Context: an optimization exercise on an open-source flow, tuned for small area and a short achievable clock period. The choices shown serve that exercise and are no tape-out recipe. Only simulation tests tie the RTL to the original design; equivalence was not proved. No activity file was given, so power comes from the tool's default toggle rates.

### flow/design.v
package memArbPkg;
  localparam int nMasters   = 4;   
  localparam int sliceLen   = 4;   
  localparam int addrW      = 6;   
  localparam int dataW      = 16;
  localparam int queueDepth = 4;   
  typedef logic [addrW-1:0]    addr_t;      
  typedef logic [dataW-1:0]    data_t;      
  typedef logic [nMasters-1:0] grant_t;     
  typedef logic [1:0]          slotCnt_t;   
  typedef enum logic [2:0] {
    idle = 3'd0,
    own0 = 3'd1,
    own1 = 3'd2,
    own2 = 3'd3,
    own3 = 3'd4
  } arbState_e;
endpackage
`timescale 1ns/1ps
module cmdQueueMaster (
  input  logic             clk,
  input  logic             rst,
  input  logic             cmdValid,
  input  logic             cmdWrite,
  input  memArbPkg::addr_t cmdAddr,
  input  memArbPkg::data_t cmdData,
  input  logic             pop,         
  input  logic             nextPop,     
  output logic             cmdFull,
  output logic             nextReq,     
  output logic             nextWrite,   
  output memArbPkg::addr_t nextAddr,
  output memArbPkg::data_t nextData
);
  localparam int CW = 1 + memArbPkg::addrW + memArbPkg::dataW;   
  logic [CW-1:0] q [4];
  logic [1:0]    wrPtr;
  logic [3:0]    rdOne;     
  logic [4:0]    level;     
  logic [4:0]    src;       
  logic          push;
  logic [3:0]    rdOneNext;
  logic [4:0]    levelNext;
  logic          bypassNext;
  logic [CW-1:0] head;
  assign cmdFull = level[4];
  assign push    = cmdValid && !level[4];
  assign nextReq = !src[4] || push;
  always_ff @(posedge clk) begin
    if (push) begin
      q[wrPtr] <= {cmdWrite, cmdAddr, cmdData};
    end
  end
  always_comb begin
    rdOneNext = pop ? {rdOne[2:0], rdOne[3]} : rdOne;
    case ({push, pop})
      2'b10:   levelNext = {level[3:0], 1'b0};
      2'b01:   levelNext = {1'b0, level[4:1]};
      default: levelNext = level;
    endcase
    bypassNext = levelNext[0] || (levelNext[1] && nextPop);
  end
  always_ff @(posedge clk or negedge rst) begin
    if (!rst) begin
      wrPtr <= '0;
      rdOne <= 4'b0001;
      level <= 5'b00001;
      src   <= 5'b10000;
    end else begin
      if (push) wrPtr <= wrPtr + 2'd1;
      rdOne <= rdOneNext;
      level <= levelNext;
      for (int k = 0; k < 4; k++) begin
        src[k] <= !bypassNext && (nextPop ? rdOneNext[(k + 3) % 4] : rdOneNext[k]);
      end
      src[4] <= bypassNext;
    end
  end
  always_comb begin
    head = {cmdWrite, cmdAddr, cmdData} & {CW{src[4]}};
    for (int k = 0; k < 4; k++) begin
      head = head | (q[k] & {CW{src[k]}});
    end
  end
  assign {nextWrite, nextAddr, nextData} = head;
endmodule
`timescale 1ns/1ps
module sliceArbiter (
  input  logic                           clk,
  input  logic                           rst,
  input  logic [memArbPkg::nMasters-1:0] nextReq,    
  output memArbPkg::grant_t              gnt,        
  output memArbPkg::grant_t              gntAhead    
);
  memArbPkg::slotCnt_t cntAhead;   
  memArbPkg::grant_t   pick;
  logic                idle;
  logic                sliceEnd;
  assign idle     = (gntAhead == '0);
  assign sliceEnd = (cntAhead == 2'd3);
  always_comb begin
    pick = gntAhead;
    if (idle) begin
      casez (nextReq)
        4'b???1: pick = 4'b0001;
        4'b??10: pick = 4'b0010;
        4'b?100: pick = 4'b0100;
        4'b1000: pick = 4'b1000;
        default: pick = 4'b0000;
      endcase
    end else if (sliceEnd) begin
      pick = '0;
      for (int o = 0; o < 4; o++) begin
        if (gntAhead[o]) begin
          for (int k = 3; k >= 0; k--) begin
            if (nextReq[(o + 1 + k) % 4]) pick = 4'(1 << ((o + 1 + k) % 4));
          end
        end
      end
    end
  end
  always_ff @(posedge clk or negedge rst) begin
    if (!rst) begin
      gnt      <= '0;
      gntAhead <= '0;
      cntAhead <= '0;
    end else begin
      gnt      <= gntAhead;
      gntAhead <= pick;
      cntAhead <= (idle || sliceEnd) ? 2'd0 : cntAhead + 2'd1;
    end
  end
endmodule
`timescale 1ns/1ps
module sharedRam (
  input  logic                           clk,
  input  logic                           rst,
  input  logic [memArbPkg::nMasters-1:0] issPop,     
  input  logic                           issWrite,   
  input  logic                           issWe,      
  input  logic [7:0]                     issHi,      
  input  logic [7:0]                     issLo,      
  input  logic                           phase,      
  input  memArbPkg::data_t               issDataX,   
  output logic [memArbPkg::nMasters-1:0] rdValid,
  output memArbPkg::data_t               rdData
);
  localparam int NW = 2**memArbPkg::addrW;
  localparam int DW = memArbPkg::dataW;
  logic [NW-1:0][DW-1:0] mem;       
  logic [NW-1:0]         wordSel;
  logic [NW-1:0]         wordWe;
  logic [NW-1:0]         wordHold;
  logic [DW-1:0]         wrBits;
  logic [DW-1:0]         rdWord;    
  logic [7:0] rowWe;
  for (genvar h = 0; h < 8; h++) begin : gRow
    ramAnd2 uWe  (.a(issHi[h]), .b(issWe), .y(rowWe[h]));
  end
  for (genvar w = 0; w < NW; w++) begin : gWord
    ramAnd2  uSel  (.a(issHi[w/8]), .b(issLo[w%8]), .y(wordSel[w]));
    ramAnd2  uWe   (.a(rowWe[w/8]), .b(issLo[w%8]), .y(wordWe[w]));
    ramNand2 uHold (.a(rowWe[w/8]), .b(issLo[w%8]), .y(wordHold[w]));
  end
  assign wrBits = issDataX;
  always_ff @(posedge clk) begin
    for (int w = 0; w < NW; w++) begin
      mem[w] <= ~((mem[w] | {DW{wordWe[w]}}) & ({DW{wordHold[w]}} | wrBits));
    end
  end
  for (genvar b = 0; b < DW; b++) begin : gRead
    logic [NW/8-1:0]  oct;    
    logic [NW/16-1:0] hexN;   
    for (genvar k = 0; k < NW/8; k++) begin : gOct
      logic [7:0] bits;
      for (genvar j = 0; j < 8; j++) begin : gBit
        assign bits[j] = mem[8*k+j][b];
      end
      ramOr8 u (.a(bits), .s(wordSel[8*k +: 8]), .y(oct[k]));
    end
    for (genvar k = 0; k < NW/16; k++) begin : gHex
      ramNor2 u (.a(oct[2*k]), .b(oct[2*k+1]), .y(hexN[k]));
    end
    ramNand4 uAll (.a(hexN[0]), .b(hexN[1]), .c(hexN[2]), .d(hexN[3]), .y(rdWord[b]));
  end
  always_ff @(posedge clk) begin
    rdData <= rdWord ^ {DW{phase}};
  end
  always_ff @(posedge clk or negedge rst) begin
    if (!rst) begin
      rdValid <= '0;
    end else begin
      rdValid <= issPop & {memArbPkg::nMasters{!issWrite}};
    end
  end
endmodule
module ramAnd2 (input logic a, input logic b, output logic y);
  assign y = a & b;
endmodule
module ramNand2 (input logic a, input logic b, output logic y);
  assign y = !(a & b);
endmodule
module ramOr8 (input logic [7:0] a, input logic [7:0] s, output logic y);
  logic [3:0] pairN;   
  always_comb begin
    for (int k = 0; k < 4; k++) begin
      pairN[k] = !((a[2*k] & s[2*k]) | (a[2*k+1] & s[2*k+1]));
    end
  end
  assign y = !(&pairN);
endmodule
module ramNand4 (input logic a, input logic b, input logic c, input logic d, output logic y);
  assign y = !(a & b & c & d);
endmodule
module ramNor2 (input logic a, input logic b, output logic y);
  assign y = !(a | b);
endmodule
`timescale 1ns/1ps
module sharedMemSys (
  input  logic                           clk,
  input  logic                           rst,
  input  logic [memArbPkg::nMasters-1:0] cmdValid,
  input  logic [memArbPkg::nMasters-1:0] cmdWrite,
  input  logic [memArbPkg::nMasters*memArbPkg::addrW-1:0] cmdAddr,   
  input  logic [memArbPkg::nMasters*memArbPkg::dataW-1:0] cmdData,   
  output logic [memArbPkg::nMasters-1:0] cmdFull,
  output logic [memArbPkg::nMasters-1:0] rdValid,
  output memArbPkg::data_t               rdData,
  output memArbPkg::grant_t              gnt
);
  localparam int NM = memArbPkg::nMasters;
  localparam int AW = memArbPkg::addrW;
  localparam int DW = memArbPkg::dataW;
  logic [NM-1:0]     nextReq;
  logic [NM-1:0]     nextWrite;
  logic [NM*AW-1:0]  nextAddr;
  logic [NM*DW-1:0]  nextData;
  memArbPkg::grant_t nextGnt;   
  logic [NM-1:0]     nextPop;   
  logic [NM-1:0]    issPop;     
  logic             issWrite;
  logic             issWe;
  logic [7:0]       issHi;
  logic [7:0]       issLo;
  memArbPkg::data_t issDataX;   
  logic             phase;      
  for (genvar i = 0; i < NM; i++) begin : gMaster
    cmdQueueMaster queueMaster (
      .clk       (clk),
      .rst       (rst),
      .cmdValid  (cmdValid[i]),
      .cmdWrite  (cmdWrite[i]),
      .cmdAddr   (cmdAddr[i*AW +: AW]),
      .cmdData   (cmdData[i*DW +: DW]),
      .pop       (issPop[i]),
      .nextPop   (nextPop[i]),
      .cmdFull   (cmdFull[i]),
      .nextReq   (nextReq[i]),
      .nextWrite (nextWrite[i]),
      .nextAddr  (nextAddr[i*AW +: AW]),
      .nextData  (nextData[i*DW +: DW])
    );
  end
  sliceArbiter arbiter (
    .clk      (clk),
    .rst      (rst),
    .nextReq  (nextReq),
    .gnt      (gnt),
    .gntAhead (nextGnt)
  );
  localparam int CW = 1 + AW + DW;   
  logic             selWrite;
  memArbPkg::addr_t selAddr;
  memArbPkg::data_t selData;
  logic [CW-1:0]    sel;
  for (genvar c = 0; c < CW; c++) begin : gSel
    logic [NM-1:0] bits;
    for (genvar i = 0; i < NM; i++) begin : gBit
      if (c == CW - 1) begin : gW
        assign bits[i] = nextWrite[i];
      end else if (c >= DW) begin : gA
        assign bits[i] = nextAddr[i*AW + c - DW];
      end else begin : gD
        assign bits[i] = nextData[i*DW + c];
      end
    end
    issSel4 u (.a(bits), .g(nextGnt), .y(sel[c]));
  end
  assign {selWrite, selAddr, selData} = sel;
  assign nextPop = nextGnt & nextReq;
  always_ff @(posedge clk or negedge rst) begin
    if (!rst) begin
      issPop   <= '0;
      issWe    <= 1'b0;
      phase    <= 1'b0;
    end else begin
      phase    <= !phase;
      issPop   <= nextPop;
      issWe    <= |(nextPop & nextWrite);
    end
  end
  always_ff @(posedge clk) begin
    issWrite <= selWrite;
    for (int k = 0; k < 8; k++) begin
      issHi[k] <= (selAddr[5:3] == 3'(k));
      issLo[k] <= (selAddr[2:0] == 3'(k));
    end
    issDataX <= selData ^ {DW{!phase}};
  end
  sharedRam ram (
    .clk      (clk),
    .rst      (rst),
    .issPop   (issPop),
    .issWrite (issWrite),
    .issWe    (issWe),
    .issHi    (issHi),
    .issLo    (issLo),
    .phase    (phase),
    .issDataX (issDataX),
    .rdValid  (rdValid),
    .rdData   (rdData)
  );
endmodule
module issSel4 (input logic [3:0] a, input logic [3:0] g, output logic y);
  assign y = !(!((a[0] & g[0]) | (a[1] & g[1])) & !((a[2] & g[2]) | (a[3] & g[3])));
endmodule
### flow/flow/run.sh
#!/bin/bash
# standard layout, with port buffers of a plain buffer cell instead of the
# delay-type buffer buffer_ports picks on its own
set -euo pipefail
bash standard.sh "BUFFER_PORTS_ARGS=-buffer_cell sky130_fd_sc_hd__buf_2" finish > make_finish.log 2>&1
### flow/standard.sh
#!/bin/bash
# synth_recipe.tcl (not shown) runs the flow's synth.tcl, then flattens the netlist and writes it again
# the make line also repeats each setting of config.mk as NAME=value (left out here)
make -C /OpenROAD-flow-scripts/flow DESIGN_CONFIG=/design/flow/config.mk WORK_HOME=/design/flow/orfs CLKGATE_MAP_FILE= SYNTH_SCRIPT=/design/flow/synth_recipe.tcl "${@:-finish}"
### flow/config.mk
export PLATFORM = sky130hd
export DESIGN_NAME = sharedMemSys
export DESIGN_NICKNAME = sharedMemSys
export VERILOG_FILES = /design/flow/design.v
export SDC_FILE = /design/flow/constraint.sdc
export NUM_CORES = 4
export LEC_CHECK = 0
export CAP_MARGIN = 20
export CORE_MARGIN = 2
export CORE_UTILIZATION = 60
export CTS_CLUSTER_DIAMETER = 70
export CTS_CLUSTER_SIZE = 30
export SETUP_SLACK_MARGIN = 1.9
export SLEW_MARGIN = 20
export SYNTH_HIERARCHICAL = 1
export TNS_END_PERCENT = 10
### flow/constraint.sdc
create_clock -name core_clock -period 4.0 [get_ports {clk}]
set_input_delay 0.8000 -clock core_clock [delete_from_list [all_inputs] [get_ports {clk}]]
set_output_delay 0.8000 -clock core_clock [all_outputs]
set_load 0.01 [all_outputs]
==> results.txt, run 1 <==
Worst skew pair latency: 690 ps
Fin Clk Skew: 34.1 ps
Cell Chain, Critical Path: and2_4, a22oi_1, nand4_1, nor2_1, nand4_1, xor2_1
Post-Synthesis Cells: 4533
Post-synth ARST share: 5.51%
Fmax: 0.450 GHz
Crit Path Max Fanout: 16
Largest cells by area after synthesis: dfxtp_1, edfxtp_1, o22ai_1, a22oi_1, buf_6
CP Capture Type: flop
Max-capacitance violation count: 0
CTS H-tree depth: 3
Total GRT Usage: 33.2%
Ys Warns: 11
DR DRC count: 0
Commonest cells after routing, fill and taps aside: dfxtp_1, o22ai_1, a22oi_1
Top FF cell, synth: dfxtp_1
Peak VDD IR: 560 uV
Number of synthesized flops with an enable pin: 368
Starting density of the core: 60.7%
CTS sink cnt: 1525
Sequential area share after synthesis: 62.0%
Buffers on Ports: 125
Fin crit share: 55.5%
Cell mode on critical path: nand4_1
1st-iter DRT viols: 5553
Slowest-stage cell, CP: dfxtp_1
Clock-pin transition on the worst setup and hold timing paths: 110 ps
Slew headroom: 21.2%
Commonest non-fill, non-tap cell in the layout: dfxtp_1
Final setup viols: 0
Largest net degree at the start of global routing: 85
Cts hold-fix bufs: 0
Synth Register Bits: 1525
Largest stage delay, worst path: 480 ps
Layout area overhead: 4.05%
First-pass GRT wire length: 241 mm
Fin Setup TNS: 0 ps
Fin nets: 4468
Mapped cell area: 55900 sq um
Outcome: no timing/DRC/antenna violations
Endpoints failing hold: 0
Final wirelength: 163 mm
Least-Margin Pin Slew: 1180 ps
Leakage dissipation: 21.0 nW
Crit path DAT: 2760 ps
Via density: 6.98
Initial antenna violation count: 6
Core footprint: 91900 sq um
Cell Pwr Density: 676 nW/um^2
CP Class: flop to flop
ANT nets after route: 0
Yosys cell types: 52
Pre-antenna DRT Iters: 7
Wire length per cell: 28.9 um
Clock buffer depth: 3
CTS tree: done
Final hold slack: 168 ps
RSZ-0062 raised after global routing: yes
Fin crit period: 2220 ps
Max-slew violations: 0
Synth top area share: 38.5%
Leading area contributor after synthesis: dfxtp_1
Average size of a mapped cell: 12.3 sq um
Row cnt: 111
Layout cell share with drive strength beyond 1: 16.1%
WP data required: 4530 ps
Via Count: 39367
Grt total ovfl: 0
Post-DP HPWL: 101 mm
Root Buffer: clkbuf_16
Syn Nets: 4656
Chip width: 309 um
Die footprint: 95500 sq um
Gpl congestion: 0.910
Hold Path Class: input pin to asynchronous set/reset pin
Chip Height: 309 um
Startpoint types: flop
Vias in the first global route: 36509
CTS Buf Count: 68
Ports: 126
## synth_stat cells, drive strengths merged (72+ instances only)
cell type	instances
a222oi	92
a22oi	658
and2	157
buf	243
clkbuf	178
dfrtp	72
dfxtp	1073
edfxtp	368
nand2	213
nand4	145
nor2	73
o22ai	1025
## sequential cells by signal (all words and copies together) (netlist names), 16 cells and up
| signal | flops |
|---|---|
| gMaster.queueMaster.rdOne | 16 |
| gMaster.queueMaster.src | 20 |
| ram.mem | 1024 |
| ram.rdData | 16 |
| gMaster.queueMaster.level | 20 |
| issDataX | 16 |
| gMaster.queueMaster.q | 368 |
## worst paths after layout
check,startpoint,to,slack [ps],depth (start not counted)
max in group asynchronous,rst,gMaster[0].queueMaster.src[2]$_DFF_PN0_,3220,1
worst min register to register,arbiter.cntAhead[0]$_DFF_PN0_,arbiter.cntAhead[0]$_DFF_PN0_,440,1
worst max register to register,issHi[7]$_DFF_P_,ram.rdData[7]$_DFF_P_,1780,6
worst max-delay path,issHi[7]$_DFF_P_,ram.rdData[7]$_DFF_P_,1780,6
worst min-delay path,rst,gMaster[3].queueMaster.wrPtr[1]$_DFFE_PN0P_,170,1
min in group core_clock,cmdData[49],gMaster[3].queueMaster.q[3][1]$_DFFE_PP_,340,1
## through the flow
stage	util, %	total power, mW	worst slack (ps)	cells	instance area (sq um)
after detailed placement	59.9	30.0	1350	5517	55000
after floorplan	-	26.8	2010	4533	55900
final	63.2	39.3	1780	5636	58100
after global placement	59.9	29.9	1380	5517	55000
after global routing	63.2	40.7	1740	5636	58100
after CTS	63.1	39.1	1770	5634	58000
## modules after synthesis, one instance, submodules excluded, excerpt
module / copies in the design / flops+latches / cells inside / area [sq um]
ramNand4: 16 / 0 / 1 / 6.26
ramAnd2: 136 / 0 / 1 / 6.26
ramNor2: 64 / 0 / 1 / 3.75
issSel4: 23 / 0 / 3 / 18.8
ramNand2: 64 / 0 / 1 / 3.75
ramOr8: 128 / 0 / 5 / 36.3
## area by class of cell
type	instances	area, sq um
fill	7273	33800
clock inverter	32	400
sequential	1525	34800
inverter	22	82.6
tap	1243	1560
multi-input combinational	2565	18400
clock buffer	85	1940
antenna	1	2.50
timing repair buffer	163	945
## report_power, final
part	internal, mW	leakage [nW]	total (mW)	switching [mW]
Clock	3.88	1.15	8.96	5.08
Sequential	19.0	13.4	23.1	4.02
Combinational	2.77	6.46	7.28	4.52
Total	25.7	21.0	39.3	13.6
## worst max-delay path: cells and delay by family, from the launching register on
kind | cells | cell delay, ps
flops | 1 | 480
compound gates | 1 | 400
simple gates | 4 | 1050
xor+xnor | 1 | 160
## layer usage
metal | global-route usage, % | vias up | wire length, um
li1 | - | 17613 | -
met1 | 48.4 | 19475 | 69800
met2 | 50.3 | 1965 | 73100
met3 | 4.47 | 306 | 12800
met4 | 13.3 | 8 | 7090
met5 | 0 | - | 46
## cells by family (layout without fill, tap and decap cells)
kind of cell	Yosys count	in the layout	synth area share [%]
xor gates and xnor gates	36	36	0.565
other	0	1	0
DFF	1525	1525	62.0
muxes	17	17	0.343
adders and majority gates	25	25	0.560
buffers and inverters	443	302	6.13
AOI/OAI and AO/OA	1849	1849	24.5
and+or+nand+nor	638	638	5.91
## what timing repair did
action / in CTS / in global routing
resized for setup: 251 / 44
endpoints found under the hold margin: 0 / 0
pin swaps: 27 / 4
endpoints found under the setup margin: 1093 / 866
setup buffers: 0 / 0
==> inputs of run 2 (changes only) <==
==> flow/flow/run.sh (replaced) <==
#!/bin/bash
# standard layout, with port buffers of a plain buffer cell instead of the
# delay-type buffer buffer_ports picks on its own, and timing repair free to
# change a cell's drive strength (not only within its footprint)
set -euo pipefail
bash standard.sh "BUFFER_PORTS_ARGS=-buffer_cell sky130_fd_sc_hd__buf_2" MATCH_CELL_FOOTPRINT=0 finish > make_finish.log 2>&1
--- a/flow/config.mk
+++ b/flow/config.mk
@@ -12,5 +12,5 @@
 export CTS_CLUSTER_SIZE = 30
-export SETUP_SLACK_MARGIN = 1.9
+export SETUP_SLACK_MARGIN = 2.1
 export SLEW_MARGIN = 20
 export SYNTH_HIERARCHICAL = 1
-export TNS_END_PERCENT = 10
+export TNS_END_PERCENT = 100
==> run 2 against run 1 <==
Still clean. Sequential power is essentially flat. Count of clock-buffer cells in the layout decreased by 2. Routed wire length up 4.2%. Clock power is 0.4% lower. Critical endpoint is now ram.rdData[2]$_DFF_P_.
==> results.txt, run 2 <==
Top Registers: ram.mem (1024), gMaster.queueMaster.q (368)
Leading area contributor after synthesis: dfxtp_1
Die footprint: 95500 sq um (unchanged)
DP Worst Slack: 916 ps (-436 ps)
Largest net degree at the start of global routing: 65 (-24%)
Top Family by Delay on Critical Path: simple AND/OR/NAND/NOR gates
Fin area: 60600 sq um (+4.3%)
Final wirelength: 170 mm (+4.2%)
Clock-pin transition on the worst setup and hold timing paths: 110 ps (about the same)
Share of power burned in registers: 56.4% (-2.3 points)
CP Class: flop to flop
Switching power: 14.4 mW (+5.8%)
Total GRT Usage: 34.3% (+1.0 points)
Reg2reg start: issLo[2]$_DFF_P_
Setup WS post-layout: 1890 ps (+113 ps)
Ports: 126 (unchanged)
Clock buffer depth: 3 (unchanged)
CTS H-tree depth: 3 (unchanged)
CP startpoint: issLo[2]$_DFF_P_
Largest stage delay, worst path: 420 ps (-60 ps)
Worst skew pair latency: 690 ps (about the same)
Flip-flop count of the largest register after layout: 1024 (unchanged)
Via Count: 39892 (+1.3%)
Startpoint types: flop
Cell Chain, Critical Path: buf_12, and2_4, buf_4, a22oi_2, nand4_1, nor2_4, nand4_1, xor2_1
Syn Nets: 4656 (unchanged)
Fin Clk Skew: 31.6 ps (-2.57 ps)
Outcome: no timing/DRC/antenna violations
Chip Height: 309 um (unchanged)
Leakage dissipation: 21.9 nW (+4.2%)
DR DRC count: 0 (unchanged)
Synth Register Bits: 1525 (unchanged)
Least-Margin Pin Slew: 1190 ps (+9.68 ps)
Switching share of total power: 35.4% (+0.75 points)
Row cnt: 111 (unchanged)
Post-Synthesis Cells: 4533 (unchanged)
Number of synthesized flops with an enable pin: 368 (unchanged)
Layout area overhead: 8.54%
Fin Setup TNS: 0 ps (unchanged)
Pint: 26.3 mW (+2.3%)
ANT nets after route: 0 (unchanged)
Max-slew violations: 0 (unchanged)
Top FF cell, synth: dfxtp_1
Max-capacitance violation count: 0 (unchanged)
Grt total ovfl: 0 (unchanged)
Fin crit period: 2110 ps (-113 ps)
Largest cells by area after synthesis: dfxtp_1, edfxtp_1, o22ai_1, a22oi_1, buf_6
Synth top area share: 38.5% (unchanged)
Mapped cell area: 55900 sq um (unchanged)
Fin crit share: 52.7% (-2.8 points)
Buf+Inv Stages, Crit Path: 2 (+2)
Via density: 6.95 (-0.43%)
Final setup viols: 0 (unchanged)
Sequential area share after synthesis: 62.0% (unchanged)
Reg with most FFs: ram.mem
Post-Place Cell Area: 55000 sq um (about the same)
Fin nets: 4562 (+2.1%)
Ys Warns: 11 (unchanged)
Slew headroom: 20.5% (-0.64 points)
Most frequent cell after synthesis: dfxtp_1
Peak VDD IR: 510 uV (-8.9%)
Buffers on Ports: 125 (unchanged)
CTS Buf Count: 70 (+2.9%)
Chip width: 309 um (unchanged)
CP Capture Type: flop
Post-synth top cells: dfxtp_1, o22ai_1, a22oi_1
Cell Pwr Density: 671 nW/um^2 (-0.75%)
Commonest non-fill, non-tap cell in the layout: dfxtp_1
Comb power frac: 21.6% (+3.1 points)
RSZ-0062 raised after global routing: yes
CTS tree: done
Endpoints failing hold: 0 (unchanged)
Layout cell share with drive strength beyond 1: 24.3% (+8.2 points)
Hold Path Class: input pin to asynchronous set/reset pin
Wire length per cell: 29.6 um (+2.4%)
First-pass GRT wire length: 246 mm (+1.9%)
Placed insts: 5510 (-0.13%)
CTS sink cnt: 1525 (unchanged)
Clock network power share: 21.9% (-0.9 points)
Post-DP HPWL: 102 mm (+0.81%)
Root Buffer: clkbuf_16
Yosys cell types: 52 (unchanged)
Initial antenna violation count: 5 (-1)
Vias in the first global route: 37210 (+1.9%)
Final hold slack: 175 ps (+7.79 ps)
Total Power: 40.7 mW (+3.5%)
Layout Utilization: 65.9% (+2.7 points)
Commonest cells after routing, fill and taps aside: dfxtp_1, o22ai_1, a22oi_1
Cell mode on critical path: nand4_1
1st-iter DRT viols: 5534 (-0.34%)
Pre-antenna DRT Iters: 7 (unchanged)
Average size of a mapped cell: 12.3 sq um (unchanged)
Finished Layout Cells: 5736 (+1.8%)
WP data required: 4550 ps (+20 ps)
Fmax: 0.474 GHz (+5.3%)
Crit Path Max Fanout: 8 (-8)
Gpl congestion: 0.894 (-1.8%)
Starting density of the core: 60.7% (unchanged)
Slowest-stage cell, CP: dfxtp_4
Fill cell count: 7041 (-3.2%)
Core footprint: 91900 sq um (unchanged)
Post-synth ARST share: 5.51% (unchanged)
Crit path DAT: 2660 ps (-100 ps)
-- run 2: cell counts after synthesis --
Identical to the previous run, type by type.
-- run 2: per-module statistics from Yosys (local to each module, per instance) --
module / cells / area (sq um) / flip-flops and latches / times used
cmdQueueMaster: 240 / 4070 / 108 / 4
sharedRam: 2458 / 31400 / 1044 / 1
sliceArbiter: 41 / 472 / 10 / 1
ramAnd2: 1 / 6.26 / 0 / 136
ramOr8: 5 / 36.3 / 0 / 128
sharedMemSys: 85 / 1150 / 39 / 1
ramNor2: 1 / 3.75 / 0 / 64
ramNand2: 1 / 3.75 / 0 / 64
ramNand4: 1 / 6.26 / 0 / 16
issSel4: 3 / 18.8 / 0 / 23
-- run 2: path summary, 6_finish.rpt --
path	cells after the start	slack (ps)	endpoint
setup / recovery	8	1890	ram.rdData[2]$_DFF_P_
hold / removal	1	180	arbiter.gnt[2]$_DFF_PN0_
setup reg to reg	8	1890	ram.rdData[2]$_DFF_P_
hold reg to reg	1	440	arbiter.cntAhead[0]$_DFF_PN0_
max in group asynchronous	2	2960	gMaster[2].queueMaster.src[4]$_DFF_PN1_
min in group core_clock	1	350	gMaster[0].queueMaster.q[0][11]$_DFFE_PP_
-- run 2: cells by family after synthesis --
family / Yosys count / synth area share (%)
muxes: 17 / 0.343
DFF: 1525 / 62.0
and+or+nand+nor: 638 / 5.91
xor gates and xnor gates: 36 / 0.565
buffers and inverters: 443 / 6.13
AOI/OAI and AO/OA: 1849 / 24.5
adders and majority gates: 25 / 0.560
-- run 2: layout make-up --
cell class | instances | area (sq um) | area share [%]
diodes | 5 | 12.5 | 0.0206
clock buffers | 83 | 1900 | 3.14
clock inverters | 38 | 419 | 0.691
inverters | 22 | 82.6 | 0.136
multi-input cells | 2579 | 19700 | 32.5
flip-flops and latches | 1525 | 34900 | 57.5
well taps | 1243 | 1560 | 2.57
repair buffers | 241 | 2060 | 3.41
-- run 2: power by group through the flow --
stage	Combinational [mW]	Clock, mW	Sequential, mW
after CTS	8.22	8.97	22.8
after global routing	9.29	9.50	23.2
after detailed placement	7.19	0	23.0
final	8.81	8.92	23.0
after global placement	7.03	0	23.0
after floorplan	6.16	0	20.6
-- run 2: metal layers --
| layer | wire (um) | up-vias | GRT usage (%) |
|---|---|---|---|
| met4 | 7820 | 4 | 13.9 |
| li1 | - | 17846 | - |
| met1 | 71500 | 19754 | 48.8 |
| met3 | 13900 | 325 | 5.89 |
| met2 | 76400 | 1963 | 52.2 |
| met5 | 20 | - | 0 |
-- run 2: repair_timing --
| action | 4_1_cts | 5_1_grt |
|---|---|---|
| buffers inserted | 39 | 42 |
| gates resized for setup | 610 | 136 |
| hold buffers | 0 | 0 |
| pin swaps | 147 | 129 |
| gates cloned | 12 | 7 |
| setup endpoints to repair | 1207 | 1125 |
==> inputs of run 3 (changes only) <==
--- a/flow/config.mk
+++ b/flow/config.mk
@@ -12,3 +12,3 @@
 export CTS_CLUSTER_SIZE = 30
-export SETUP_SLACK_MARGIN = 2.1
+export SETUP_SLACK_MARGIN = 2.25
 export SLEW_MARGIN = 20
==> run 3 against run 2 <==
First-iteration DRC count rose by 9.4%. Largest power group unchanged. Power increased by 2.1%. Largest cell class unchanged. Synthesized area unchanged. Die area stayed put. Critical path type unchanged. Cell area increased by 0.86%.
==> results.txt, run 3 <==
Final setup viols: 0 (unchanged)
Finished Layout Cells: 5763 (+0.47%)
Row cnt: 111 (unchanged)
Leakage dissipation: 22.2 nW (+1.2%)
Fin area: 61100 sq um (+0.86%)
Grt total ovfl: 0 (unchanged)
Cell Chain, Critical Path: buf_12, and2_4, buf_8, a22oi_2, nand4_1, nor2_4, nand4_1, xor2_1
ANT nets after route: 0 (unchanged)
Gpl congestion: 0.933 (+4.4%)
Clock network power share: 22.2% (+0.3 points)
Hold Path Class: input pin to asynchronous set/reset pin
R2R setup slack: 1860 ps (-30 ps)
Chip Height: 309 um (unchanged)
Ys Warns: 11 (unchanged)
Pint: 26.7 mW (+1.7%)
Setup WS post-layout: 1860 ps (-33.4 ps)
CTS Buf Count: 71 (+1.4%)
Sequential area share after synthesis: 62.0% (unchanged)
Gr busiest metal: met2
Met2 Use GR: 54.1% (+1.9 points)
Mapped cell area: 55900 sq um (unchanged)
Slew headroom: 21.4% (+0.83 points)
Root Buffer: clkbuf_16
Slowest-stage cell, CP: dfxtp_4
Most frequent cell after synthesis: dfxtp_1
Layout cell share with drive strength beyond 1: 25.4% (+1.1 points)
Max-capacitance violation count: 0 (unchanged)
DR DRC count: 0 (unchanged)
Cell Pwr Density: 679 nW/um^2 (+1.2%)
Cell mode on critical path: nand4_1
Top FF cell, synth: dfxtp_1
CTS sink cnt: 1525 (unchanged)
Fill cell count: 6953 (-1.2%)
Flip-flop count of the largest register after layout: 1024 (unchanged)
RSZ-0062 raised after global routing: yes
Final wirelength: 176 mm (+3.6%)
CTS H-tree depth: 3 (unchanged)
Ports: 126 (unchanged)
Top Registers: ram.mem (1024), gMaster.queueMaster.q (368)
Comb power frac: 22.2% (+0.6 points)
Core footprint: 91900 sq um (unchanged)
Synth Register Bits: 1525 (unchanged)
Buffers on Ports: 125 (unchanged)
Largest net degree at the start of global routing: 78 (+20%)
CTS tree: done
Synth top area share: 38.5% (unchanged)
Buf+Inv Stages, Crit Path: 2 (unchanged)
Fin nets: 4589 (+0.59%)
CP Capture Type: flop
Pre-antenna DRT Iters: 8 (+1)
Met1 GRT Util: 50.6% (+1.8 points)
Post-synth ARST share: 5.51% (unchanged)
Max-slew violations: 0 (unchanged)
Total GRT Usage: 35.6% (+1.4 points)
Die footprint: 95500 sq um (unchanged)
Post-DP HPWL: 104 mm (+1.7%)
Placed insts: 5506 (-0.073%)
Fin Setup TNS: 0 ps (unchanged)
Vias in the first global route: 37898 (+1.8%)
Fin crit period: 2140 ps (+33.4 ps)
Fin Clk Skew: 30.2 ps (-1.40 ps)
Commonest cells after routing, fill and taps aside: dfxtp_1, o22ai_1, a22oi_1
Reg2reg start: issLo[3]$_DFF_P_
Least-Margin Pin Slew: 1180 ps (-12.4 ps)
Via Count: 40716 (+2.1%)
Top Family by Delay on Critical Path: simple AND/OR/NAND/NOR gates
Outcome: no timing/DRC/antenna violations
CP Class: flop to flop
Number of synthesized flops with an enable pin: 368 (unchanged)
Register area: 34900 sq um (+0.10%)
Average size of a mapped cell: 12.3 sq um (unchanged)
Leading area contributor after synthesis: dfxtp_1
Largest stage delay, worst path: 380 ps (-40 ps)
WP data required: 4540 ps (about the same)
Via density: 7.07 (+1.6%)
Starting density of the core: 60.7% (unchanged)
Post-Place Cell Area: 55100 sq um (+0.11%)
Initial antenna violation count: 8 (+3)
Syn Nets: 4656 (unchanged)
Startpoint types: flop
Fin crit share: 53.6% (+0.84 points)
Yosys cell types: 52 (unchanged)
Fmax: 0.467 GHz (-1.6%)
Switching share of total power: 35.6% (+0.22 points)
1st-iter DRT viols: 6056 (+9.4%)
DP Worst Slack: 641 ps (-275 ps)
Share of power burned in registers: 55.6% (-0.8 points)
Crit path DAT: 2680 ps (+20 ps)
Reg with most FFs: ram.mem
Endpoints failing hold: 0 (unchanged)
Clock-pin transition on the worst setup and hold timing paths: 110 ps (about the same)
Crit Path Max Fanout: 8 (unchanged)
Chip width: 309 um (unchanged)
Layout area overhead: 9.46%
Worst skew pair latency: 680 ps (about the same)
Final hold slack: 96.6 ps (-78.9 ps)
Largest cells by area after synthesis: dfxtp_1, edfxtp_1, o22ai_1, a22oi_1, buf_6
Cts hold-fix bufs: 0 (unchanged)
Wire length per cell: 30.5 um (+3.1%)
Post-synth top cells: dfxtp_1, o22ai_1, a22oi_1
Peak VDD IR: 551 uV (+8.0%)
First-pass GRT wire length: 255 mm (+3.8%)
M3 GR Usage: 5.75% (-0.14 points)
Commonest non-fill, non-tap cell in the layout: dfxtp_1
Post-Synthesis Cells: 4533 (unchanged)
Reg2reg path depth: 8 (unchanged)
Clock buffer depth: 3 (unchanged)
Worst r2r dst: ram.rdData[3]$_DFF_P_
CP startpoint: issLo[3]$_DFF_P_
Switching power: 14.8 mW (+2.7%)
Area of the multi-input gates: 19900 sq um (+1.1%)
run 3: cell types whose count changed in the layout (fill, tap and decap cells not counted), moves of 6 or more:
cell	previous run	this run
and2_4	92	129
and2_2	76	42
buf_4	64	84
a22oi_1	477	463
a22oi_2	181	195
buf_6	37	44
dfxtp_4	34	41
inv_6	5	12
dfrtp_4	10	16
run 3: what timing repair did:
item	CTS	global route
endpoints found under the setup margin	1129	1017
setup buffers	76	35
pin swaps	134	171
cloned	11	7
resized for setup	637	179
run 3: cells by family (layout without fill, tap and decap cells):
| family | count (synthesis) | in the layout | synth area share, % |
|---|---|---|---|
| AO/OA/AOI/OAI | 1849 | 1849 | 24.5 |
| other | 0 | 3 | 0 |
| adder cells (fa/ha/maj) | 25 | 25 | 0.560 |
| XOR/XNOR | 36 | 36 | 0.565 |
| buffers and inverters | 443 | 411 | 6.13 |
| multiplexers | 17 | 17 | 0.343 |
| AND/OR/NAND/NOR | 638 | 654 | 5.91 |
| flip-flops | 1525 | 1525 | 62.0 |
run 3: routing by layer:
layer | routed length, um | vias up
li1 | - | 17897
met1 | 72500 | 20152
met2 | 79000 | 2261
met3 | 15300 | 402
met4 | 8950 | 4
met5 | 21 | -
run 3: Yosys stat by module, one instance, submodules excluded:
module,copies in the design,flops+latches,cells inside
sharedRam,1,1044,2458
cmdQueueMaster,4,108,240
sharedMemSys,1,39,85
sliceArbiter,1,10,41
ramOr8,128,0,5
issSel4,23,0,3
ramAnd2,136,0,1
ramNand4,16,0,1
ramNand2,64,0,1
ramNor2,64,0,1
run 3: worst max-delay path by stage:
stage / end / depth (start not counted) / slack (ps)
after floorplan: issLo[7]$_DFF_P_ / 5 / 2210
after global placement: issHi[1]$_DFF_P_ / 6 / 640
after detailed placement: issHi[1]$_DFF_P_ / 6 / 640
after CTS: gnt[3] / 1 / 1930
after global routing: ram.rdData[3]$_DFF_P_ / 8 / 1860
final: ram.rdData[3]$_DFF_P_ / 8 / 1860
run 3: stage by stage:
stage	utilization (%)	power, mW
floorplan	-	26.8
global placement	59.9	30.2
detailed placement	59.9	30.3
CTS	65.4	40.6
global route	66.5	42.8
finish	66.5	41.5
run 3: cell type report:
| cell class | count | area share (%) |
|---|---|---|
| tap | 1243 | 2.54 |
| inverter | 22 | 0.151 |
| multi-input combinational | 2581 | 32.6 |
| antenna | 3 | 0.0123 |
| clock inverter | 45 | 0.937 |
| timing repair buffer | 265 | 3.60 |
| clock buffer | 79 | 3.07 |
| sequential | 1525 | 57.1 |
run 3: power groups by stage:
stage | Sequential (mW) | Combinational (mW) | Clock [mW]
after detailed placement | 23.3 | 7.03 | 0
final | 23.1 | 9.24 | 9.22
after global placement | 23.4 | 6.78 | 0
after floorplan | 20.7 | 6.19 | 0
after global routing | 23.3 | 9.74 | 9.80
after CTS | 23.1 | 8.27 | 9.29
==> inputs of run 4 (changes only) <==
--- a/flow/config.mk
+++ b/flow/config.mk
@@ -12,5 +12,5 @@
 export CTS_CLUSTER_SIZE = 30
-export SETUP_SLACK_MARGIN = 2.25
+export SETUP_SLACK_MARGIN = 2.0
 export SLEW_MARGIN = 20
 export SYNTH_HIERARCHICAL = 1
-export TNS_END_PERCENT = 100
+export TNS_END_PERCENT = 50
==> run 4 against run 3 <==
Clock skew increased by 5.0 ps. Clock power decreased by 2.8%. Sequential cell count unchanged. Sequential share of layout area increased by 1.4 points. First-iteration DRC count decreased by 10%. Non-clock buffer count decreased by 61. Register-to-register slack improved by 50 ps. Via count decreased by 2.4%. Highest routed layer unchanged.
==> results.txt, run 4 <==
CTS tree: done
1st-iter DRT viols: 5453 (-10%)
Average size of a mapped cell: 12.3 sq um (unchanged)
Startpoint types: flop
Leakage dissipation: 21.6 nW (-2.8%)
Fill cell count: 7129 (+2.5%)
Max-slew violations: 0 (unchanged)
Root Buffer: clkbuf_16
Commonest cells after routing, fill and taps aside: dfxtp_1, o22ai_1, a22oi_1
RSZ-0062 raised after global routing: yes
Leading area contributor after synthesis: dfxtp_1
Post-synth top cells: dfxtp_1, o22ai_1, a22oi_1
Crit path DAT: 2630 ps (-50 ps)
Layout cell share with drive strength beyond 1: 21.3% (-4.1 points)
Mapped cell area: 55900 sq um (unchanged)
Via Count: 39758 (-2.4%)
CP Class: flop to flop
Fmax: 0.477 GHz (+2.2%)
Peak VDD IR: 552 uV (+0.22%)
Register area: 34800 sq um (-0.15%)
Synth top area share: 38.5% (unchanged)
Total GRT Usage: 33.5% (-2.1 points)
Least-Margin Pin Slew: 1170 ps (-10.6 ps)
Final hold slack: 171 ps (+74.7 ps)
Worst skew pair latency: 690 ps (about the same)
Crit Path Max Fanout: 8 (unchanged)
Via density: 6.98 (-1.1%)
Hold Path Class: input pin to asynchronous set/reset pin
Fin Clk Skew: 35.1 ps (+4.95 ps)
Pint: 26.1 mW (-2.6%)
Core footprint: 91900 sq um (unchanged)
Most frequent cell after synthesis: dfxtp_1
First-pass GRT wire length: 244 mm (-4.6%)
R2R setup slack: 1900 ps (+50 ps)
Starting density of the core: 60.7% (unchanged)
Largest net degree at the start of global routing: 85 (+9.0%)
Share of power burned in registers: 57.8% (+2.2 points)
Fin Setup TNS: 0 ps (unchanged)
Chip Height: 309 um (unchanged)
CTS Buf Count: 68 (-4.2%)
Vias in the first global route: 36623 (-3.4%)
Largest cells by area after synthesis: dfxtp_1, edfxtp_1, o22ai_1, a22oi_1, buf_6
Grt total ovfl: 0 (unchanged)
Chip width: 309 um (unchanged)
DP Worst Slack: 1350 ps (+711 ps)
Row cnt: 111 (unchanged)
Pre-antenna DRT Iters: 9 (+1)
Top Registers: ram.mem (1024), gMaster.queueMaster.q (368)
Outcome: no timing/DRC/antenna violations
Comb power frac: 19.8% (-2.4 points)
Buffers on Ports: 125 (unchanged)
Final setup viols: 0 (unchanged)
Flip-flop count of the largest register after layout: 1024 (unchanged)
Setup WS post-layout: 1900 ps (+45.6 ps)
Max-capacitance violation count: 0 (unchanged)
Commonest non-fill, non-tap cell in the layout: dfxtp_1
Post-DP HPWL: 101 mm (-2.4%)
Fin nets: 4522 (-1.5%)
Die footprint: 95500 sq um (unchanged)
Number of synthesized flops with an enable pin: 368 (unchanged)
Gpl congestion: 0.910 (-2.4%)
Ports: 126 (unchanged)
Top FF cell, synth: dfxtp_1
DR DRC count: 0 (unchanged)
Layout area overhead: 6.71%
Clock-pin transition on the worst setup and hold timing paths: 110 ps (about the same)
Post-synth ARST share: 5.51% (unchanged)
Initial antenna violation count: 7 (-1)
Clock buffer depth: 3 (unchanged)
CP Capture Type: flop
Switching power: 13.9 mW (-5.7%)
Post-Synthesis Cells: 4533 (unchanged)
Area of the multi-input gates: 19300 sq um (-3.3%)
Fin crit period: 2100 ps (-45.6 ps)
ANT nets after route: 0 (unchanged)
Endpoints failing hold: 0 (unchanged)
Cell Pwr Density: 671 nW/um^2 (-1.2%)
Placed insts: 5517 (+0.20%)
Synth Register Bits: 1525 (unchanged)
CTS sink cnt: 1525 (unchanged)
Ys Warns: 11 (unchanged)
Yosys cell types: 52 (unchanged)
Cts hold-fix bufs: 0 (unchanged)
Syn Nets: 4656 (unchanged)
Slew headroom: 22.1% (+0.71 points)
Switching share of total power: 34.9% (-0.76 points)
Reg with most FFs: ram.mem
Finished Layout Cells: 5692 (-1.2%)
Wire length per cell: 29.1 um (-4.4%)
CTS H-tree depth: 3 (unchanged)
Clock network power share: 22.4% (+0.2 points)
Sequential area share after synthesis: 62.0% (unchanged)
Fin crit share: 52.4% (-1.1 points)
WP data required: 4540 ps (about the same)
Final wirelength: 166 mm (-5.6%)
Total Power: 40.0 mW (-3.7%)
## run 4: per-module statistics from Yosys (local to each module, per instance)
module | times used | cells | cell area, sq um | flops+latches
cmdQueueMaster | 4 | 240 | 4070 | 108
issSel4 | 23 | 3 | 18.8 | 0
ramAnd2 | 136 | 1 | 6.26 | 0
ramNand2 | 64 | 1 | 3.75 | 0
ramNand4 | 16 | 1 | 6.26 | 0
ramNor2 | 64 | 1 | 3.75 | 0
ramOr8 | 128 | 5 | 36.3 | 0
sharedMemSys | 1 | 85 | 1150 | 39
sharedRam | 1 | 2458 | 31400 | 1044
sliceArbiter | 1 | 41 | 472 | 10
## run 4: metrics by stage
step | utilization, % | instance area (sq um)
6_report | 64.8 | 59600
5_1_grt | 64.8 | 59600
4_1_cts | 63.6 | 58500
3_5_place_dp | 59.9 | 55000
3_3_place_gp | 59.9 | 55000
2_1_floorplan | - | 55900
## run 4: layout make-up
cell class	count	area share, %
inverters	22	0.139
diodes	3	0.0126
flip-flops and latches	1525	58.5
well taps	1243	2.61
multi-input cells	2578	32.4
clock inverters	32	0.672
repair buffers	204	2.49
clock buffers	85	3.26
## run 4: kinds of logic after synthesis
family          Yosys count  synth area share (%)
compound gates         1849                  24.5
xor+xnor                 36                 0.565
fa+ha+maj                25                 0.560
buf+inv                 443                  6.13
flops                  1525                  62.0
mux                      17                 0.343
simple gates            638                  5.91
## run 4: worst paths after layout
path	cells after the start	start	to
worst max register to register	8	issLo[3]$_DFF_P_	ram.rdData[11]$_DFF_P_
min in group core_clock	1	cmdAddr[18]	gMaster[3].queueMaster.q[0][16]$_DFFE_PP_
max in group asynchronous	1	rst	gMaster[0].queueMaster.src[3]$_DFF_PN0_
worst max-delay path	8	issLo[3]$_DFF_P_	ram.rdData[11]$_DFF_P_
worst min register to register	1	arbiter.cntAhead[0]$_DFF_PN0_	arbiter.cntAhead[0]$_DFF_PN0_
worst min-delay path	1	rst	gMaster[3].queueMaster.wrPtr[1]$_DFFE_PN0P_
## run 4: worst max-delay path: stages (launching register included)
cell and delay, ps:
dfxtp_4 410, buf_6 140, and2_4 180, buf_8 160, a22oi_2 220, nand4_1 290
nor2_2 270, nand4_1 130, xor2_1 150
## run 4: power by group through the flow
stage | registers [mW] | clock network, mW | logic (mW)
5_1_grt | 23.4 | 9.56 | 8.39
3_5_place_dp | 23.2 | 0 | 6.73
6_report | 23.1 | 8.96 | 7.90
4_1_cts | 23.0 | 9.05 | 7.27
3_3_place_gp | 23.3 | 0 | 6.58
2_1_floorplan | 20.6 | 0 | 6.11
## run 4: timing repair
action / CTS / global route
pin swaps: 63 / 109
setup endpoints to repair: 1120 / 372
resized for setup: 389 / 208
gates cloned: 5 / 9
setup buffers: 19 / 21
## run 4: per-layer routing
layer  share of wire [%]  wire (um)  GRT usage (%)
met5               0.028         46              0
met1                  43      70600           48.8
met2                  45      75300           50.9
met3                 7.7      12800           4.32
met4                 4.3       7150           13.7
==> inputs of run 5 (changes only) <==
--- a/flow/config.mk
+++ b/flow/config.mk
@@ -9,3 +9,3 @@
 export CORE_MARGIN = 2
-export CORE_UTILIZATION = 60
+export CORE_UTILIZATION = 64
 export CTS_CLUSTER_DIAMETER = 70
==> run 5 against run 4 <==
Still clean on timing, DRC and antenna. Global-route usage up 1.5 points. Die area fell by 6.2%. Cell area shrank 0.61%. Utilization increased by 3.6 points. Critical endpoint is now cmdFull[2].
==> results.txt, run 5 <==
Finished Layout Cells: 5603 (-1.6%)
Sequential area share after synthesis: 62.0% (unchanged)
Grt total ovfl: 0 (unchanged)
Largest stage delay, worst path: 480 ps (+70 ps)
CTS Buf Count: 67 (-1.5%)
Cell Pwr Density: 666 nW/um^2 (-0.83%)
Cts hold-fix bufs: 0 (unchanged)
Via density: 7.16 (+2.5%)
Chip width: 299 um (-3.1%)
Clock buffer depth: 3 (unchanged)
Endpoints failing hold: 0 (unchanged)
Top FF cell, synth: dfxtp_1
Initial antenna violation count: 12 (+5)
Number of synthesized flops with an enable pin: 368 (unchanged)
Hold Path Class: input pin to asynchronous set/reset pin
Post-synth top cells: dfxtp_1, o22ai_1, a22oi_1
Via Count: 40097 (+0.85%)
Mapped cell area: 55900 sq um (unchanged)
Reg with most FFs: ram.mem
Buf+Inv Stages, Crit Path: 1 (-1)
Worst skew pair latency: 680 ps (about the same)
Yosys cell types: 52 (unchanged)
Placed insts: 5434 (-1.5%)
Synth top area share: 38.5% (unchanged)
Row cnt: 108 (-2.7%)
Fin Clk Skew: 44.6 ps (+9.49 ps)
Crit Path Max Fanout: 3 (-5)
Flip-flop count of the largest register after layout: 1024 (unchanged)
Fin Setup TNS: 0 ps (unchanged)
Final setup viols: 0 (unchanged)
Slowest-stage cell, CP: dfrtp_2
RSZ-0062 raised after global routing: yes
Fmax: 0.478 GHz (+0.22%)
Starting density of the core: 64.5% (+3.7 points)
Wire length per cell: 29.2 um (+0.15%)
R2R setup slack: 1910 ps (about the same)
Crit path DAT: 1290 ps (-1340 ps)
Final wirelength: 164 mm (-1.4%)
Post-DP HPWL: 101 mm (-0.24%)
Fin crit period: 2090 ps (-4.54 ps)
Startpoint types: flop
Ports: 126 (unchanged)
Average size of a mapped cell: 12.3 sq um (unchanged)
Outcome: no timing/DRC/antenna violations
Total Power: 39.4 mW (-1.4%)
Largest net degree at the start of global routing: 68 (-20%)
Synth Register Bits: 1525 (unchanged)
Final hold slack: 246 ps (+75.0 ps)
Chip Height: 299 um (-3.1%)
CTS H-tree depth: 3 (unchanged)
CP Capture Type: primary output
Ys Warns: 11 (unchanged)
Post-Synthesis Cells: 4533 (unchanged)
Pre-antenna DRT Iters: 9 (unchanged)
CP Class: flop to primary output
Slew headroom: 20.4% (-1.7 points)
Leakage dissipation: 21.5 nW (-0.52%)
Vias in the first global route: 37279 (+1.8%)
1st-iter DRT viols: 5962 (+9.3%)
ANT nets after route: 0 (unchanged)
Fill cell count: 6409 (-10%)
DR DRC count: 0 (unchanged)
Most frequent cell after synthesis: dfxtp_1
Top Registers: ram.mem (1024), gMaster.queueMaster.q (368)
CTS sink cnt: 1525 (unchanged)
Commonest non-fill, non-tap cell in the layout: dfxtp_1
Clock-pin transition on the worst setup and hold timing paths: 110 ps (about the same)
Fin area: 59200 sq um (-0.61%)
Peak VDD IR: 589 uV (+6.8%)
Leading area contributor after synthesis: dfxtp_1
Syn Nets: 4656 (unchanged)
Layout area overhead: 6.07%
CTS tree: done
Largest cells by area after synthesis: dfxtp_1, edfxtp_1, o22ai_1, a22oi_1, buf_6
Post-Place Cell Area: 55000 sq um (about the same)
Max-capacitance violation count: 0 (unchanged)
Fin crit share: 52.3% (-0.11 points)
Core footprint: 86600 sq um (-5.8%)
Top Family by Delay on Critical Path: flip-flops
Gpl congestion: 0.949 (+4.2%)
Fin nets: 4517 (-0.11%)
WP data required: 3200 ps (-1340 ps)
Post-synth ARST share: 5.51% (unchanged)
Total GRT Usage: 35.0% (+1.5 points)
First-pass GRT wire length: 240 mm (-1.4%)
Cell Chain, Critical Path: buf_6
Layout cell share with drive strength beyond 1: 21.1% (-0.27 points)
Root Buffer: clkbuf_16
Least-Margin Pin Slew: 1190 ps (+25.0 ps)
Commonest cells after routing, fill and taps aside: dfxtp_1, o22ai_1, a22oi_1
Die footprint: 89600 sq um (-6.2%)
Buffers on Ports: 125 (unchanged)
Max-slew violations: 0 (unchanged)
[run 5: cell types whose count changed in the layout (fill, tap and decap cells not counted), sizes merged]
| cell | previous run | this run |
|---|---|---|
| clkbuf | 86 | 96 |
| inv | 36 | 31 |
| buf | 203 | 197 |
| bufinv | 4 | 0 |
| and2 | 170 | 169 |
| diode | 3 | 7 |
| clkinv | 12 | 13 |
[run 5: worst register-to-register path: stages, from the launching register on]
cell and delay, ps:
dfrtp_4 590, clkbuf_8 210, a222oi_1 350, nand2_1 160, a22oi_2 390, nand2_1 120, xnor2_1 140
[run 5: what timing repair did]
action / CTS / global route
endpoints found under the setup margin: 1102 / 763
buffers inserted: 8 / 24
cloned: 1 / 13
gates resized for setup: 371 / 195
pin swaps: 39 / 87
[run 5: path summary, 6_finish.rpt]
path                                                              from                                           to  cells past startpoint
min                                                                rst  gMaster[3].queueMaster.wrPtr[1]$_DFFE_PN0P_                      1
max                        gMaster[2].queueMaster.level[4]$_DFFE_PN0N_                                   cmdFull[2]                      1
max reg2reg                    gMaster[3].queueMaster.src[2]$_DFF_PN0_                         issDataX[12]$_DFF_P_                      6
max in group asynchronous                                          rst    gMaster[2].queueMaster.level[0]$_DFF_PN1_                      2
min in group core_clock                                    cmdData[30]    gMaster[1].queueMaster.q[1][14]$_DFFE_PP_                      1
min reg2reg                              arbiter.cntAhead[0]$_DFF_PN0_                arbiter.cntAhead[0]$_DFF_PN0_                      1
[run 5: cells by family (layout without fill, tap and decap cells)]
| logic type | Yosys count | count (layout) | share of synthesized area, % |
|---|---|---|---|
| buf+inv | 443 | 339 | 6.13 |
| compound gates | 1849 | 1849 | 24.5 |
| simple gates | 638 | 650 | 5.91 |
| flops | 1525 | 1525 | 62.0 |
| fa+ha+maj | 25 | 25 | 0.560 |
| other cells | 0 | 7 | 0 |
| xor+xnor | 36 | 36 | 0.565 |
| mux | 17 | 17 | 0.343 |
[run 5: final cells by class]
class                   count  area [sq um]  share of cell area, %
well taps                1155          1450                   2.44
flip-flops and latches   1525         34800                   58.8
clock buffers              92          1950                   3.30
inverters                  22          82.6                  0.139
repair buffers            201          1430                   2.41
multi-input cells        2577         19200                   32.5
diodes                      7          17.5                 0.0296
clock inverters            24           250                  0.422
[run 5: where the power goes]
part           switching (mW)  total [mW]  internal (mW)
Sequential               3.96        23.0           19.1
Combinational            4.79        7.82           3.03
Clock                    4.98        8.58           3.60
Total                    13.7        39.4           25.7
[run 5: routing by layer]
metal	vias to the layer above	share of wire (%)	GRT usage (%)
met3	352	8.6	4.91
met2	2200	45	53.2
met5	-	0.037	0
met1	19823	41	50.8
met4	12	4.9	14.7
li1	17710	-	-
[run 5: per-module statistics from Yosys, one instance, submodules excluded, excerpt]
module | cell area [sq um] | times used | flops+latches
cmdQueueMaster | 4070 | 4 | 108
sharedRam | 31400 | 1 | 1044
ramNor2 | 3.75 | 64 | 0
ramNand2 | 3.75 | 64 | 0
issSel4 | 18.8 | 23 | 0
ramAnd2 | 6.26 | 136 | 0
[run 5: stage by stage]
stage	utilization, %	setup slack [ps]
after global routing	68.4	1880
after CTS	67.2	1860
after floorplan	-	2010
final	68.4	1910
after detailed placement	63.5	1340
after global placement	63.4	1400
==> inputs of run 6 (changes only) <==
--- a/flow/config.mk
+++ b/flow/config.mk
@@ -12,5 +12,5 @@
 export CTS_CLUSTER_SIZE = 30
-export SETUP_SLACK_MARGIN = 2.0
+export SETUP_SLACK_MARGIN = 1.95
 export SLEW_MARGIN = 20
 export SYNTH_HIERARCHICAL = 1
-export TNS_END_PERCENT = 50
+export TNS_END_PERCENT = 30
==> run 6 against run 5 <==
Fmax down 4.2%. Routed wire length down 1.1%. Global-route usage down 0.10 points. Final cell count down 0.46%. Utilization down 1.0 points. First-iteration DRC count down 0.91%. Non-clock buffer count down 18. Largest cell class unchanged.
==> results.txt, run 6 <==
Outcome: no timing/DRC/antenna violations
Commonest cells after routing, fill and taps aside: dfxtp_1, o22ai_1, a22oi_1
Startpoint types: flop
Peak VDD IR: 615 uV (+4.4%)
Crit Path Max Fanout: 1 (-2)
Yosys cell types: 52 (unchanged)
Wire length per cell: 29.0 um (-0.63%)
Row cnt: 108 (unchanged)
Fin nets: 4490 (-0.60%)
Largest cells by area after synthesis: dfxtp_1, edfxtp_1, o22ai_1, a22oi_1, buf_6
Max-capacitance violation count: 0 (unchanged)
Clock-pin transition on the worst setup and hold timing paths: 110 ps (about the same)
Max-slew violations: 0 (unchanged)
Average size of a mapped cell: 12.3 sq um (unchanged)
Top FF cell, synth: dfxtp_1
Top Family by Delay on Critical Path: flip-flops
Starting density of the core: 64.5% (unchanged)
ANT nets after route: 0 (unchanged)
Cell Pwr Density: 669 nW/um^2 (+0.48%)
Register area: 34800 sq um (-0.17%)
CP Capture Type: primary output
Buffers on Ports: 125 (unchanged)
Ports: 126 (unchanged)
Worst r2r dst: ram.mem[210]$_DFF_P_
Least-Margin Pin Slew: 1190 ps (-8.08 ps)
Synth Register Bits: 1525 (unchanged)
Pint: 25.5 mW (-0.87%)
Area of the multi-input gates: 18700 sq um (-2.8%)
Cell Chain, Critical Path: buf_2
Via density: 7.15 (about the same)
Commonest non-fill, non-tap cell in the layout: dfxtp_1
Synth top area share: 38.5% (unchanged)
RSZ-0062 raised after global routing: yes
Share of power burned in registers: 59.0% (+0.6 points)
Clock network power share: 22.0% (+0.2 points)
Post-DP HPWL: 101 mm (unchanged)
CTS H-tree depth: 3 (unchanged)
Vias in the first global route: 37239 (-0.11%)
Syn Nets: 4656 (unchanged)
Crit path DAT: 1380 ps (+90 ps)
Largest stage delay, worst path: 520 ps (+40 ps)
Reg2reg start: issWe$_DFF_PN0_
Flip-flop count of the largest register after layout: 1024 (unchanged)
CTS Buf Count: 67 (unchanged)
Die footprint: 89600 sq um (unchanged)
Buf+Inv Stages, Crit Path: 1 (unchanged)
Fin Clk Skew: 36.2 ps (-8.43 ps)
Ys Warns: 11 (unchanged)
Reg with most FFs: ram.mem
Final setup viols: 0 (unchanged)
Sequential area share after synthesis: 62.0% (unchanged)
Pre-antenna DRT Iters: 10 (+1)
CTS tree: done
Switching power: 13.6 mW (-1.2%)
Most frequent cell after synthesis: dfxtp_1
R2R setup slack: 1840 ps (-70 ps)
Grt total ovfl: 0 (unchanged)
Number of synthesized flops with an enable pin: 368 (unchanged)
Chip width: 299 um (unchanged)
Hold Path Class: input pin to asynchronous set/reset pin
Via Count: 39881 (-0.54%)
CP Class: flop to primary output
Largest net degree at the start of global routing: 68 (unchanged)
Slew headroom: 20.9% (+0.54 points)
Final wirelength: 162 mm (-1.1%)
Leakage dissipation: 21.2 nW (-1.3%)
Chip Height: 299 um (unchanged)
Total GRT Usage: 34.9% (-0.10 points)
Clock buffer depth: 3 (unchanged)
Switching share of total power: 34.8% (-0.075 points)
DR DRC count: 0 (unchanged)
Leading area contributor after synthesis: dfxtp_1
Fmax: 0.458 GHz (-4.2%)
Fill cell count: 6527 (+1.8%)
First-pass GRT wire length: 239 mm (-0.36%)
Core footprint: 86600 sq um (unchanged)
Comb power frac: 19.1% (-0.7 points)
Worst skew pair latency: 680 ps (about the same)
Fin Setup TNS: 0 ps (unchanged)
Post-synth top cells: dfxtp_1, o22ai_1, a22oi_1
Slowest-stage cell, CP: dfxtp_1
Post-Synthesis Cells: 4533 (unchanged)
Total Power: 39.0 mW (-0.98%)
Layout cell share with drive strength beyond 1: 17.8% (-3.3 points)
Endpoints failing hold: 0 (unchanged)
Post-synth ARST share: 5.51% (unchanged)
Mapped cell area: 55900 sq um (unchanged)
Layout area overhead: 4.52%
CTS sink cnt: 1525 (unchanged)
Gpl congestion: 0.949 (unchanged)
Top Registers: ram.mem (1024), gMaster.queueMaster.q (368)
Root Buffer: clkbuf_16
Reg2reg path depth: 3 (-3)
Fin crit share: 54.6% (+2.3 points)
Initial antenna violation count: 12 (unchanged)
1st-iter DRT viols: 5908 (-0.91%)
Fin crit period: 2180 ps (+91.6 ps)
WP data required: 3200 ps (about the same)
run 6: per-module statistics from Yosys, one instance, submodules excluded:
module / times used / cell area, sq um / flip-flops and latches
ramNor2: 64 / 3.75 / 0
ramOr8: 128 / 36.3 / 0
sharedRam: 1 / 31400 / 1044
ramNand2: 64 / 3.75 / 0
ramAnd2: 136 / 6.26 / 0
cmdQueueMaster: 4 / 4070 / 108
sliceArbiter: 1 / 472 / 10
issSel4: 23 / 18.8 / 0
sharedMemSys: 1 / 1150 / 39
ramNand4: 16 / 6.26 / 0
run 6: repair_timing:
item / in CTS / in global routing
gates cloned: 0 / 4
hold buffers: 0 / 0
pin swaps: 33 / 35
buffers inserted: 0 / 15
setup endpoints to repair: 1090 / 638
gates resized for setup: 306 / 85
run 6: routing by layer:
metal	global-route usage [%]	vias up	part of all wire, %
met5	0	-	0.030
met4	15.0	10	4.8
met3	5.01	358	8.8
met2	52.9	2201	45
met1	50.5	19626	41
li1	-	17686	-
run 6: cell type report:
type / count / share of cell area (%)
flip-flops and latches: 1525 / 59.6
inverters: 22 / 0.141
diodes: 8 / 0.0343
clock inverters: 24 / 0.429
repair buffers: 183 / 1.98
well taps: 1155 / 2.48
multi-input cells: 2568 / 32.0
clock buffers: 92 / 3.35
run 6: power by group through the flow:
stage               combinational, mW  sequential [mW]  clock [mW]
finish                           7.45             23.0        8.57
global route                     7.94             23.3        9.19
CTS                              7.09             22.8        8.65
detailed placement               6.88             23.1           0
global placement                 6.57             23.2           0
floorplan                        6.11             20.6           0
run 6: worst register-to-register path: cells and delay by family, from the launching register on:
family / cells / cell delay (ps)
and+or+nand+nor: 2 / 1090
DFF: 1 / 620
AOI/OAI and AO/OA: 1 / 350
run 6: cells by family (layout without fill, tap and decap cells):
logic type               Yosys count  in the layout  synth area share (%)
adder cells (fa/ha/maj)           25             25                 0.560
AO/OA/AOI/OAI                   1849           1849                  24.5
AND/OR/NAND/NOR                  638            641                  5.91
buffers and inverters            443            321                  6.13
multiplexers                      17             17                 0.343
flip-flops                      1525           1525                  62.0
XOR/XNOR                          36             36                 0.565
other                              0              8                     0
run 6: worst max-delay path by stage:
stage | to | cells after the start | from
after global routing | ram.mem[956]$_DFF_P_ | 3 | issWe$_DFF_PN0_
final | rdData[12] | 1 | ram.rdData[12]$_DFF_P_
after CTS | cmdFull[2] | 1 | gMaster[2].queueMaster.level[4]$_DFFE_PN0N_
after floorplan | gMaster[0].queueMaster.q[0][0]$_DFFE_PP_ | 3 | cmdValid[0]
after global placement | issLo[4]$_DFF_P_ | 6 | cmdAddr[0]
after detailed placement | issLo[4]$_DFF_P_ | 6 | cmdAddr[0]
run 6: metrics by stage:
step / area, sq um / util [%] / hold slack [ps] / std cells / setup WS, ps
after floorplan: 55900 / - / 408 / 4533 / 2010
after global placement: 55000 / 63.4 / 430 / 5433 / 1400
after detailed placement: 55000 / 63.5 / 427 / 5434 / 1340
after CTS: 57900 / 66.8 / 264 / 5550 / 1820
after global routing: 58400 / 67.4 / 314 / 5575 / 1760
final: 58400 / 67.4 / 232 / 5577 / 1820
==> inputs of run 7 (changes only) <==
--- a/flow/config.mk
+++ b/flow/config.mk
@@ -9,3 +9,3 @@
 export CORE_MARGIN = 2
-export CORE_UTILIZATION = 64
+export CORE_UTILIZATION = 60
 export CTS_CLUSTER_DIAMETER = 70
==> run 7 against run 6 <==
Still clean on timing, DRC and antenna. Setup slack gained 9.0 ps. Die area up 6.6%. Non-clock buffer count is 6 lower. Global-route usage decreased by 1.6 points. Highest routed layer unchanged.
==> results.txt, run 7 <==
Via density: 6.99 (-2.3%)
CP Class: flop to flop
Grt total ovfl: 0 (unchanged)
Slew headroom: 21.1% (+0.21 points)
Slowest-stage cell, CP: a22oi_1
Clock-pin transition on the worst setup and hold timing paths: 110 ps (about the same)
Root Buffer: clkbuf_16
Crit path DAT: 2720 ps (+1340 ps)
Most frequent cell after synthesis: dfxtp_1
Fin Clk Skew: 30.2 ps (-5.96 ps)
Fin crit period: 2180 ps (-8.96 ps)
Cell Pwr Density: 675 nW/um^2 (+0.90%)
Peak VDD IR: 555 uV (-9.7%)
Leading area contributor after synthesis: dfxtp_1
Fill cell count: 7272 (+11%)
Max-capacitance violation count: 0 (unchanged)
Reg2reg path depth: 6 (+3)
Buf+Inv Stages, Crit Path: 1 (unchanged)
Initial antenna violation count: 8 (-4)
Ys Warns: 11 (unchanged)
Layout area overhead: 4.39%
Top Metal Used: met5
Post-DP HPWL: 101 mm (+0.24%)
Wire length per cell: 28.9 um (-0.45%)
1st-iter DRT viols: 5488 (-7.1%)
Routed wl met2: 73.9 mm (+1.1%)
First-pass GRT wire length: 242 mm (+1.2%)
Commonest non-fill, non-tap cell in the layout: dfxtp_1
Leakage dissipation: 21.2 nW (about the same)
Post-synth ARST share: 5.51% (unchanged)
Mapped cell area: 55900 sq um (unchanged)
DR DRC count: 0 (unchanged)
Top Registers: ram.mem (1024), gMaster.queueMaster.q (368)
Number of synthesized flops with an enable pin: 368 (unchanged)
Starting density of the core: 60.7% (-3.7 points)
RSZ-0062 raised after global routing: yes
Fmax: 0.460 GHz (+0.41%)
R2R setup slack: 1820 ps (-20 ps)
Total Power: 39.3 mW (+0.78%)
Outcome: no timing/DRC/antenna violations
CTS tree: done
Least-Margin Pin Slew: 1180 ps (-3.15 ps)
Fin Setup TNS: 0 ps (unchanged)
Chip Height: 309 um (+3.2%)
Startpoint types: flop
Clock buffer depth: 3 (unchanged)
CTS sink cnt: 1525 (unchanged)
Final wirelength: 163 mm (+0.87%)
Core footprint: 91900 sq um (+6.1%)
[run 7: how the worst min path moves through the flow]
stage	startpoint	to	depth (start not counted)
floorplan	arbiter.cntAhead[0]$_DFF_PN0_	arbiter.cntAhead[0]$_DFF_PN0_	1
global placement	arbiter.cntAhead[0]$_DFF_PN0_	arbiter.cntAhead[0]$_DFF_PN0_	1
detailed placement	arbiter.cntAhead[0]$_DFF_PN0_	arbiter.cntAhead[0]$_DFF_PN0_	1
CTS	cmdData[49]	gMaster[3].queueMaster.q[3][1]$_DFFE_PP_	1
global route	rst	gMaster[3].queueMaster.level[1]$_DFF_PN0_	1
finish	rst	gMaster[3].queueMaster.level[1]$_DFF_PN0_	1
[run 7: cell type report]
cell class                 count  area (sq um)  share of cell area [%]
sequential                  1525         34800                    59.6
multi-input combinational   2565         18500                    31.7
clock buffer                  85          1940                    3.33
tap                         1243          1560                    2.67
timing repair buffer         177          1080                    1.85
clock inverter                32           400                   0.687
inverter                      22          82.6                   0.142
antenna                        2          5.00                 0.00858
[run 7: where the power goes]
part	total, mW	switching (mW)	leakage (nW)	internal, mW
Clock	8.96	5.08	1.15	3.88
Combinational	7.35	4.56	6.58	2.79
Sequential	23.0	4.00	13.4	19.0
[run 7: repair_timing]
item / in CTS / in global routing
pin swaps: 33 / 0
hold endpoints to repair: 0 / 0
buffers inserted: 14 / 0
endpoints found under the setup margin: 1113 / 398
hold buffers: 0 / 0
gates resized for setup: 313 / 28
[run 7: cell families (layout without fill, tap and decap cells)]
logic type               after synthesis  in the layout  synth area share [%]
AO/OA/AOI/OAI                       1849           1849                  24.5
XOR/XNOR                              36             36                 0.565
adder cells (fa/ha/maj)               25             25                 0.560
buffers and inverters                443            316                  6.13
flip-flops                          1525           1525                  62.0
multiplexers                          17             17                 0.343
other                                  0              2                     0
AND/OR/NAND/NOR                      638            638                  5.91
[run 7: modules after synthesis (local to each module, per instance)]
| module | flops+latches | times used | cells inside |
|---|---|---|---|
| sharedRam | 1044 | 1 | 2458 |
| cmdQueueMaster | 108 | 4 | 240 |
| sharedMemSys | 39 | 1 | 85 |
| sliceArbiter | 10 | 1 | 41 |
| ramOr8 | 0 | 128 | 5 |
| issSel4 | 0 | 23 | 3 |
| ramAnd2 | 0 | 136 | 1 |
| ramNand4 | 0 | 16 | 1 |
| ramNand2 | 0 | 64 | 1 |
| ramNor2 | 0 | 64 | 1 |
[run 7: worst reg2reg max path: cells and delay by family (launching register included)]
kind	cells	cell delay, ps
AO/OA/AOI/OAI	2	870
XOR/XNOR	1	150
buffers and inverters	1	230
flip-flops	1	510
AND/OR/NAND/NOR	2	280
[run 7: layer usage]
metal | global-route usage (%) | vias up
li1 | - | 17658
met1 | 48.7 | 19567
met2 | 50.7 | 1954
met3 | 4.43 | 295
met4 | 12.8 | 8
met5 | 0 | -
[run 7: per-stage QoR]
stage | setup WS (ps) | cell area (sq um) | hold WS (ps)
2_1_floorplan | 2010 | 55900 | 408
3_3_place_gp | 1380 | 55000 | 428
3_5_place_dp | 1350 | 55000 | 428
4_1_cts | 1800 | 58200 | 312
5_1_grt | 1770 | 58300 | 227
6_report | 1820 | 58300 | 173

Check on run 7: ideal ports give 1.825 ns setup slack; a clkbuf_16 on the clock port and buf_2 on the inputs give 1.787 ns; moving port delays by the midpoint clock arrival (0.747 ns) as well gives 1.583 ns.
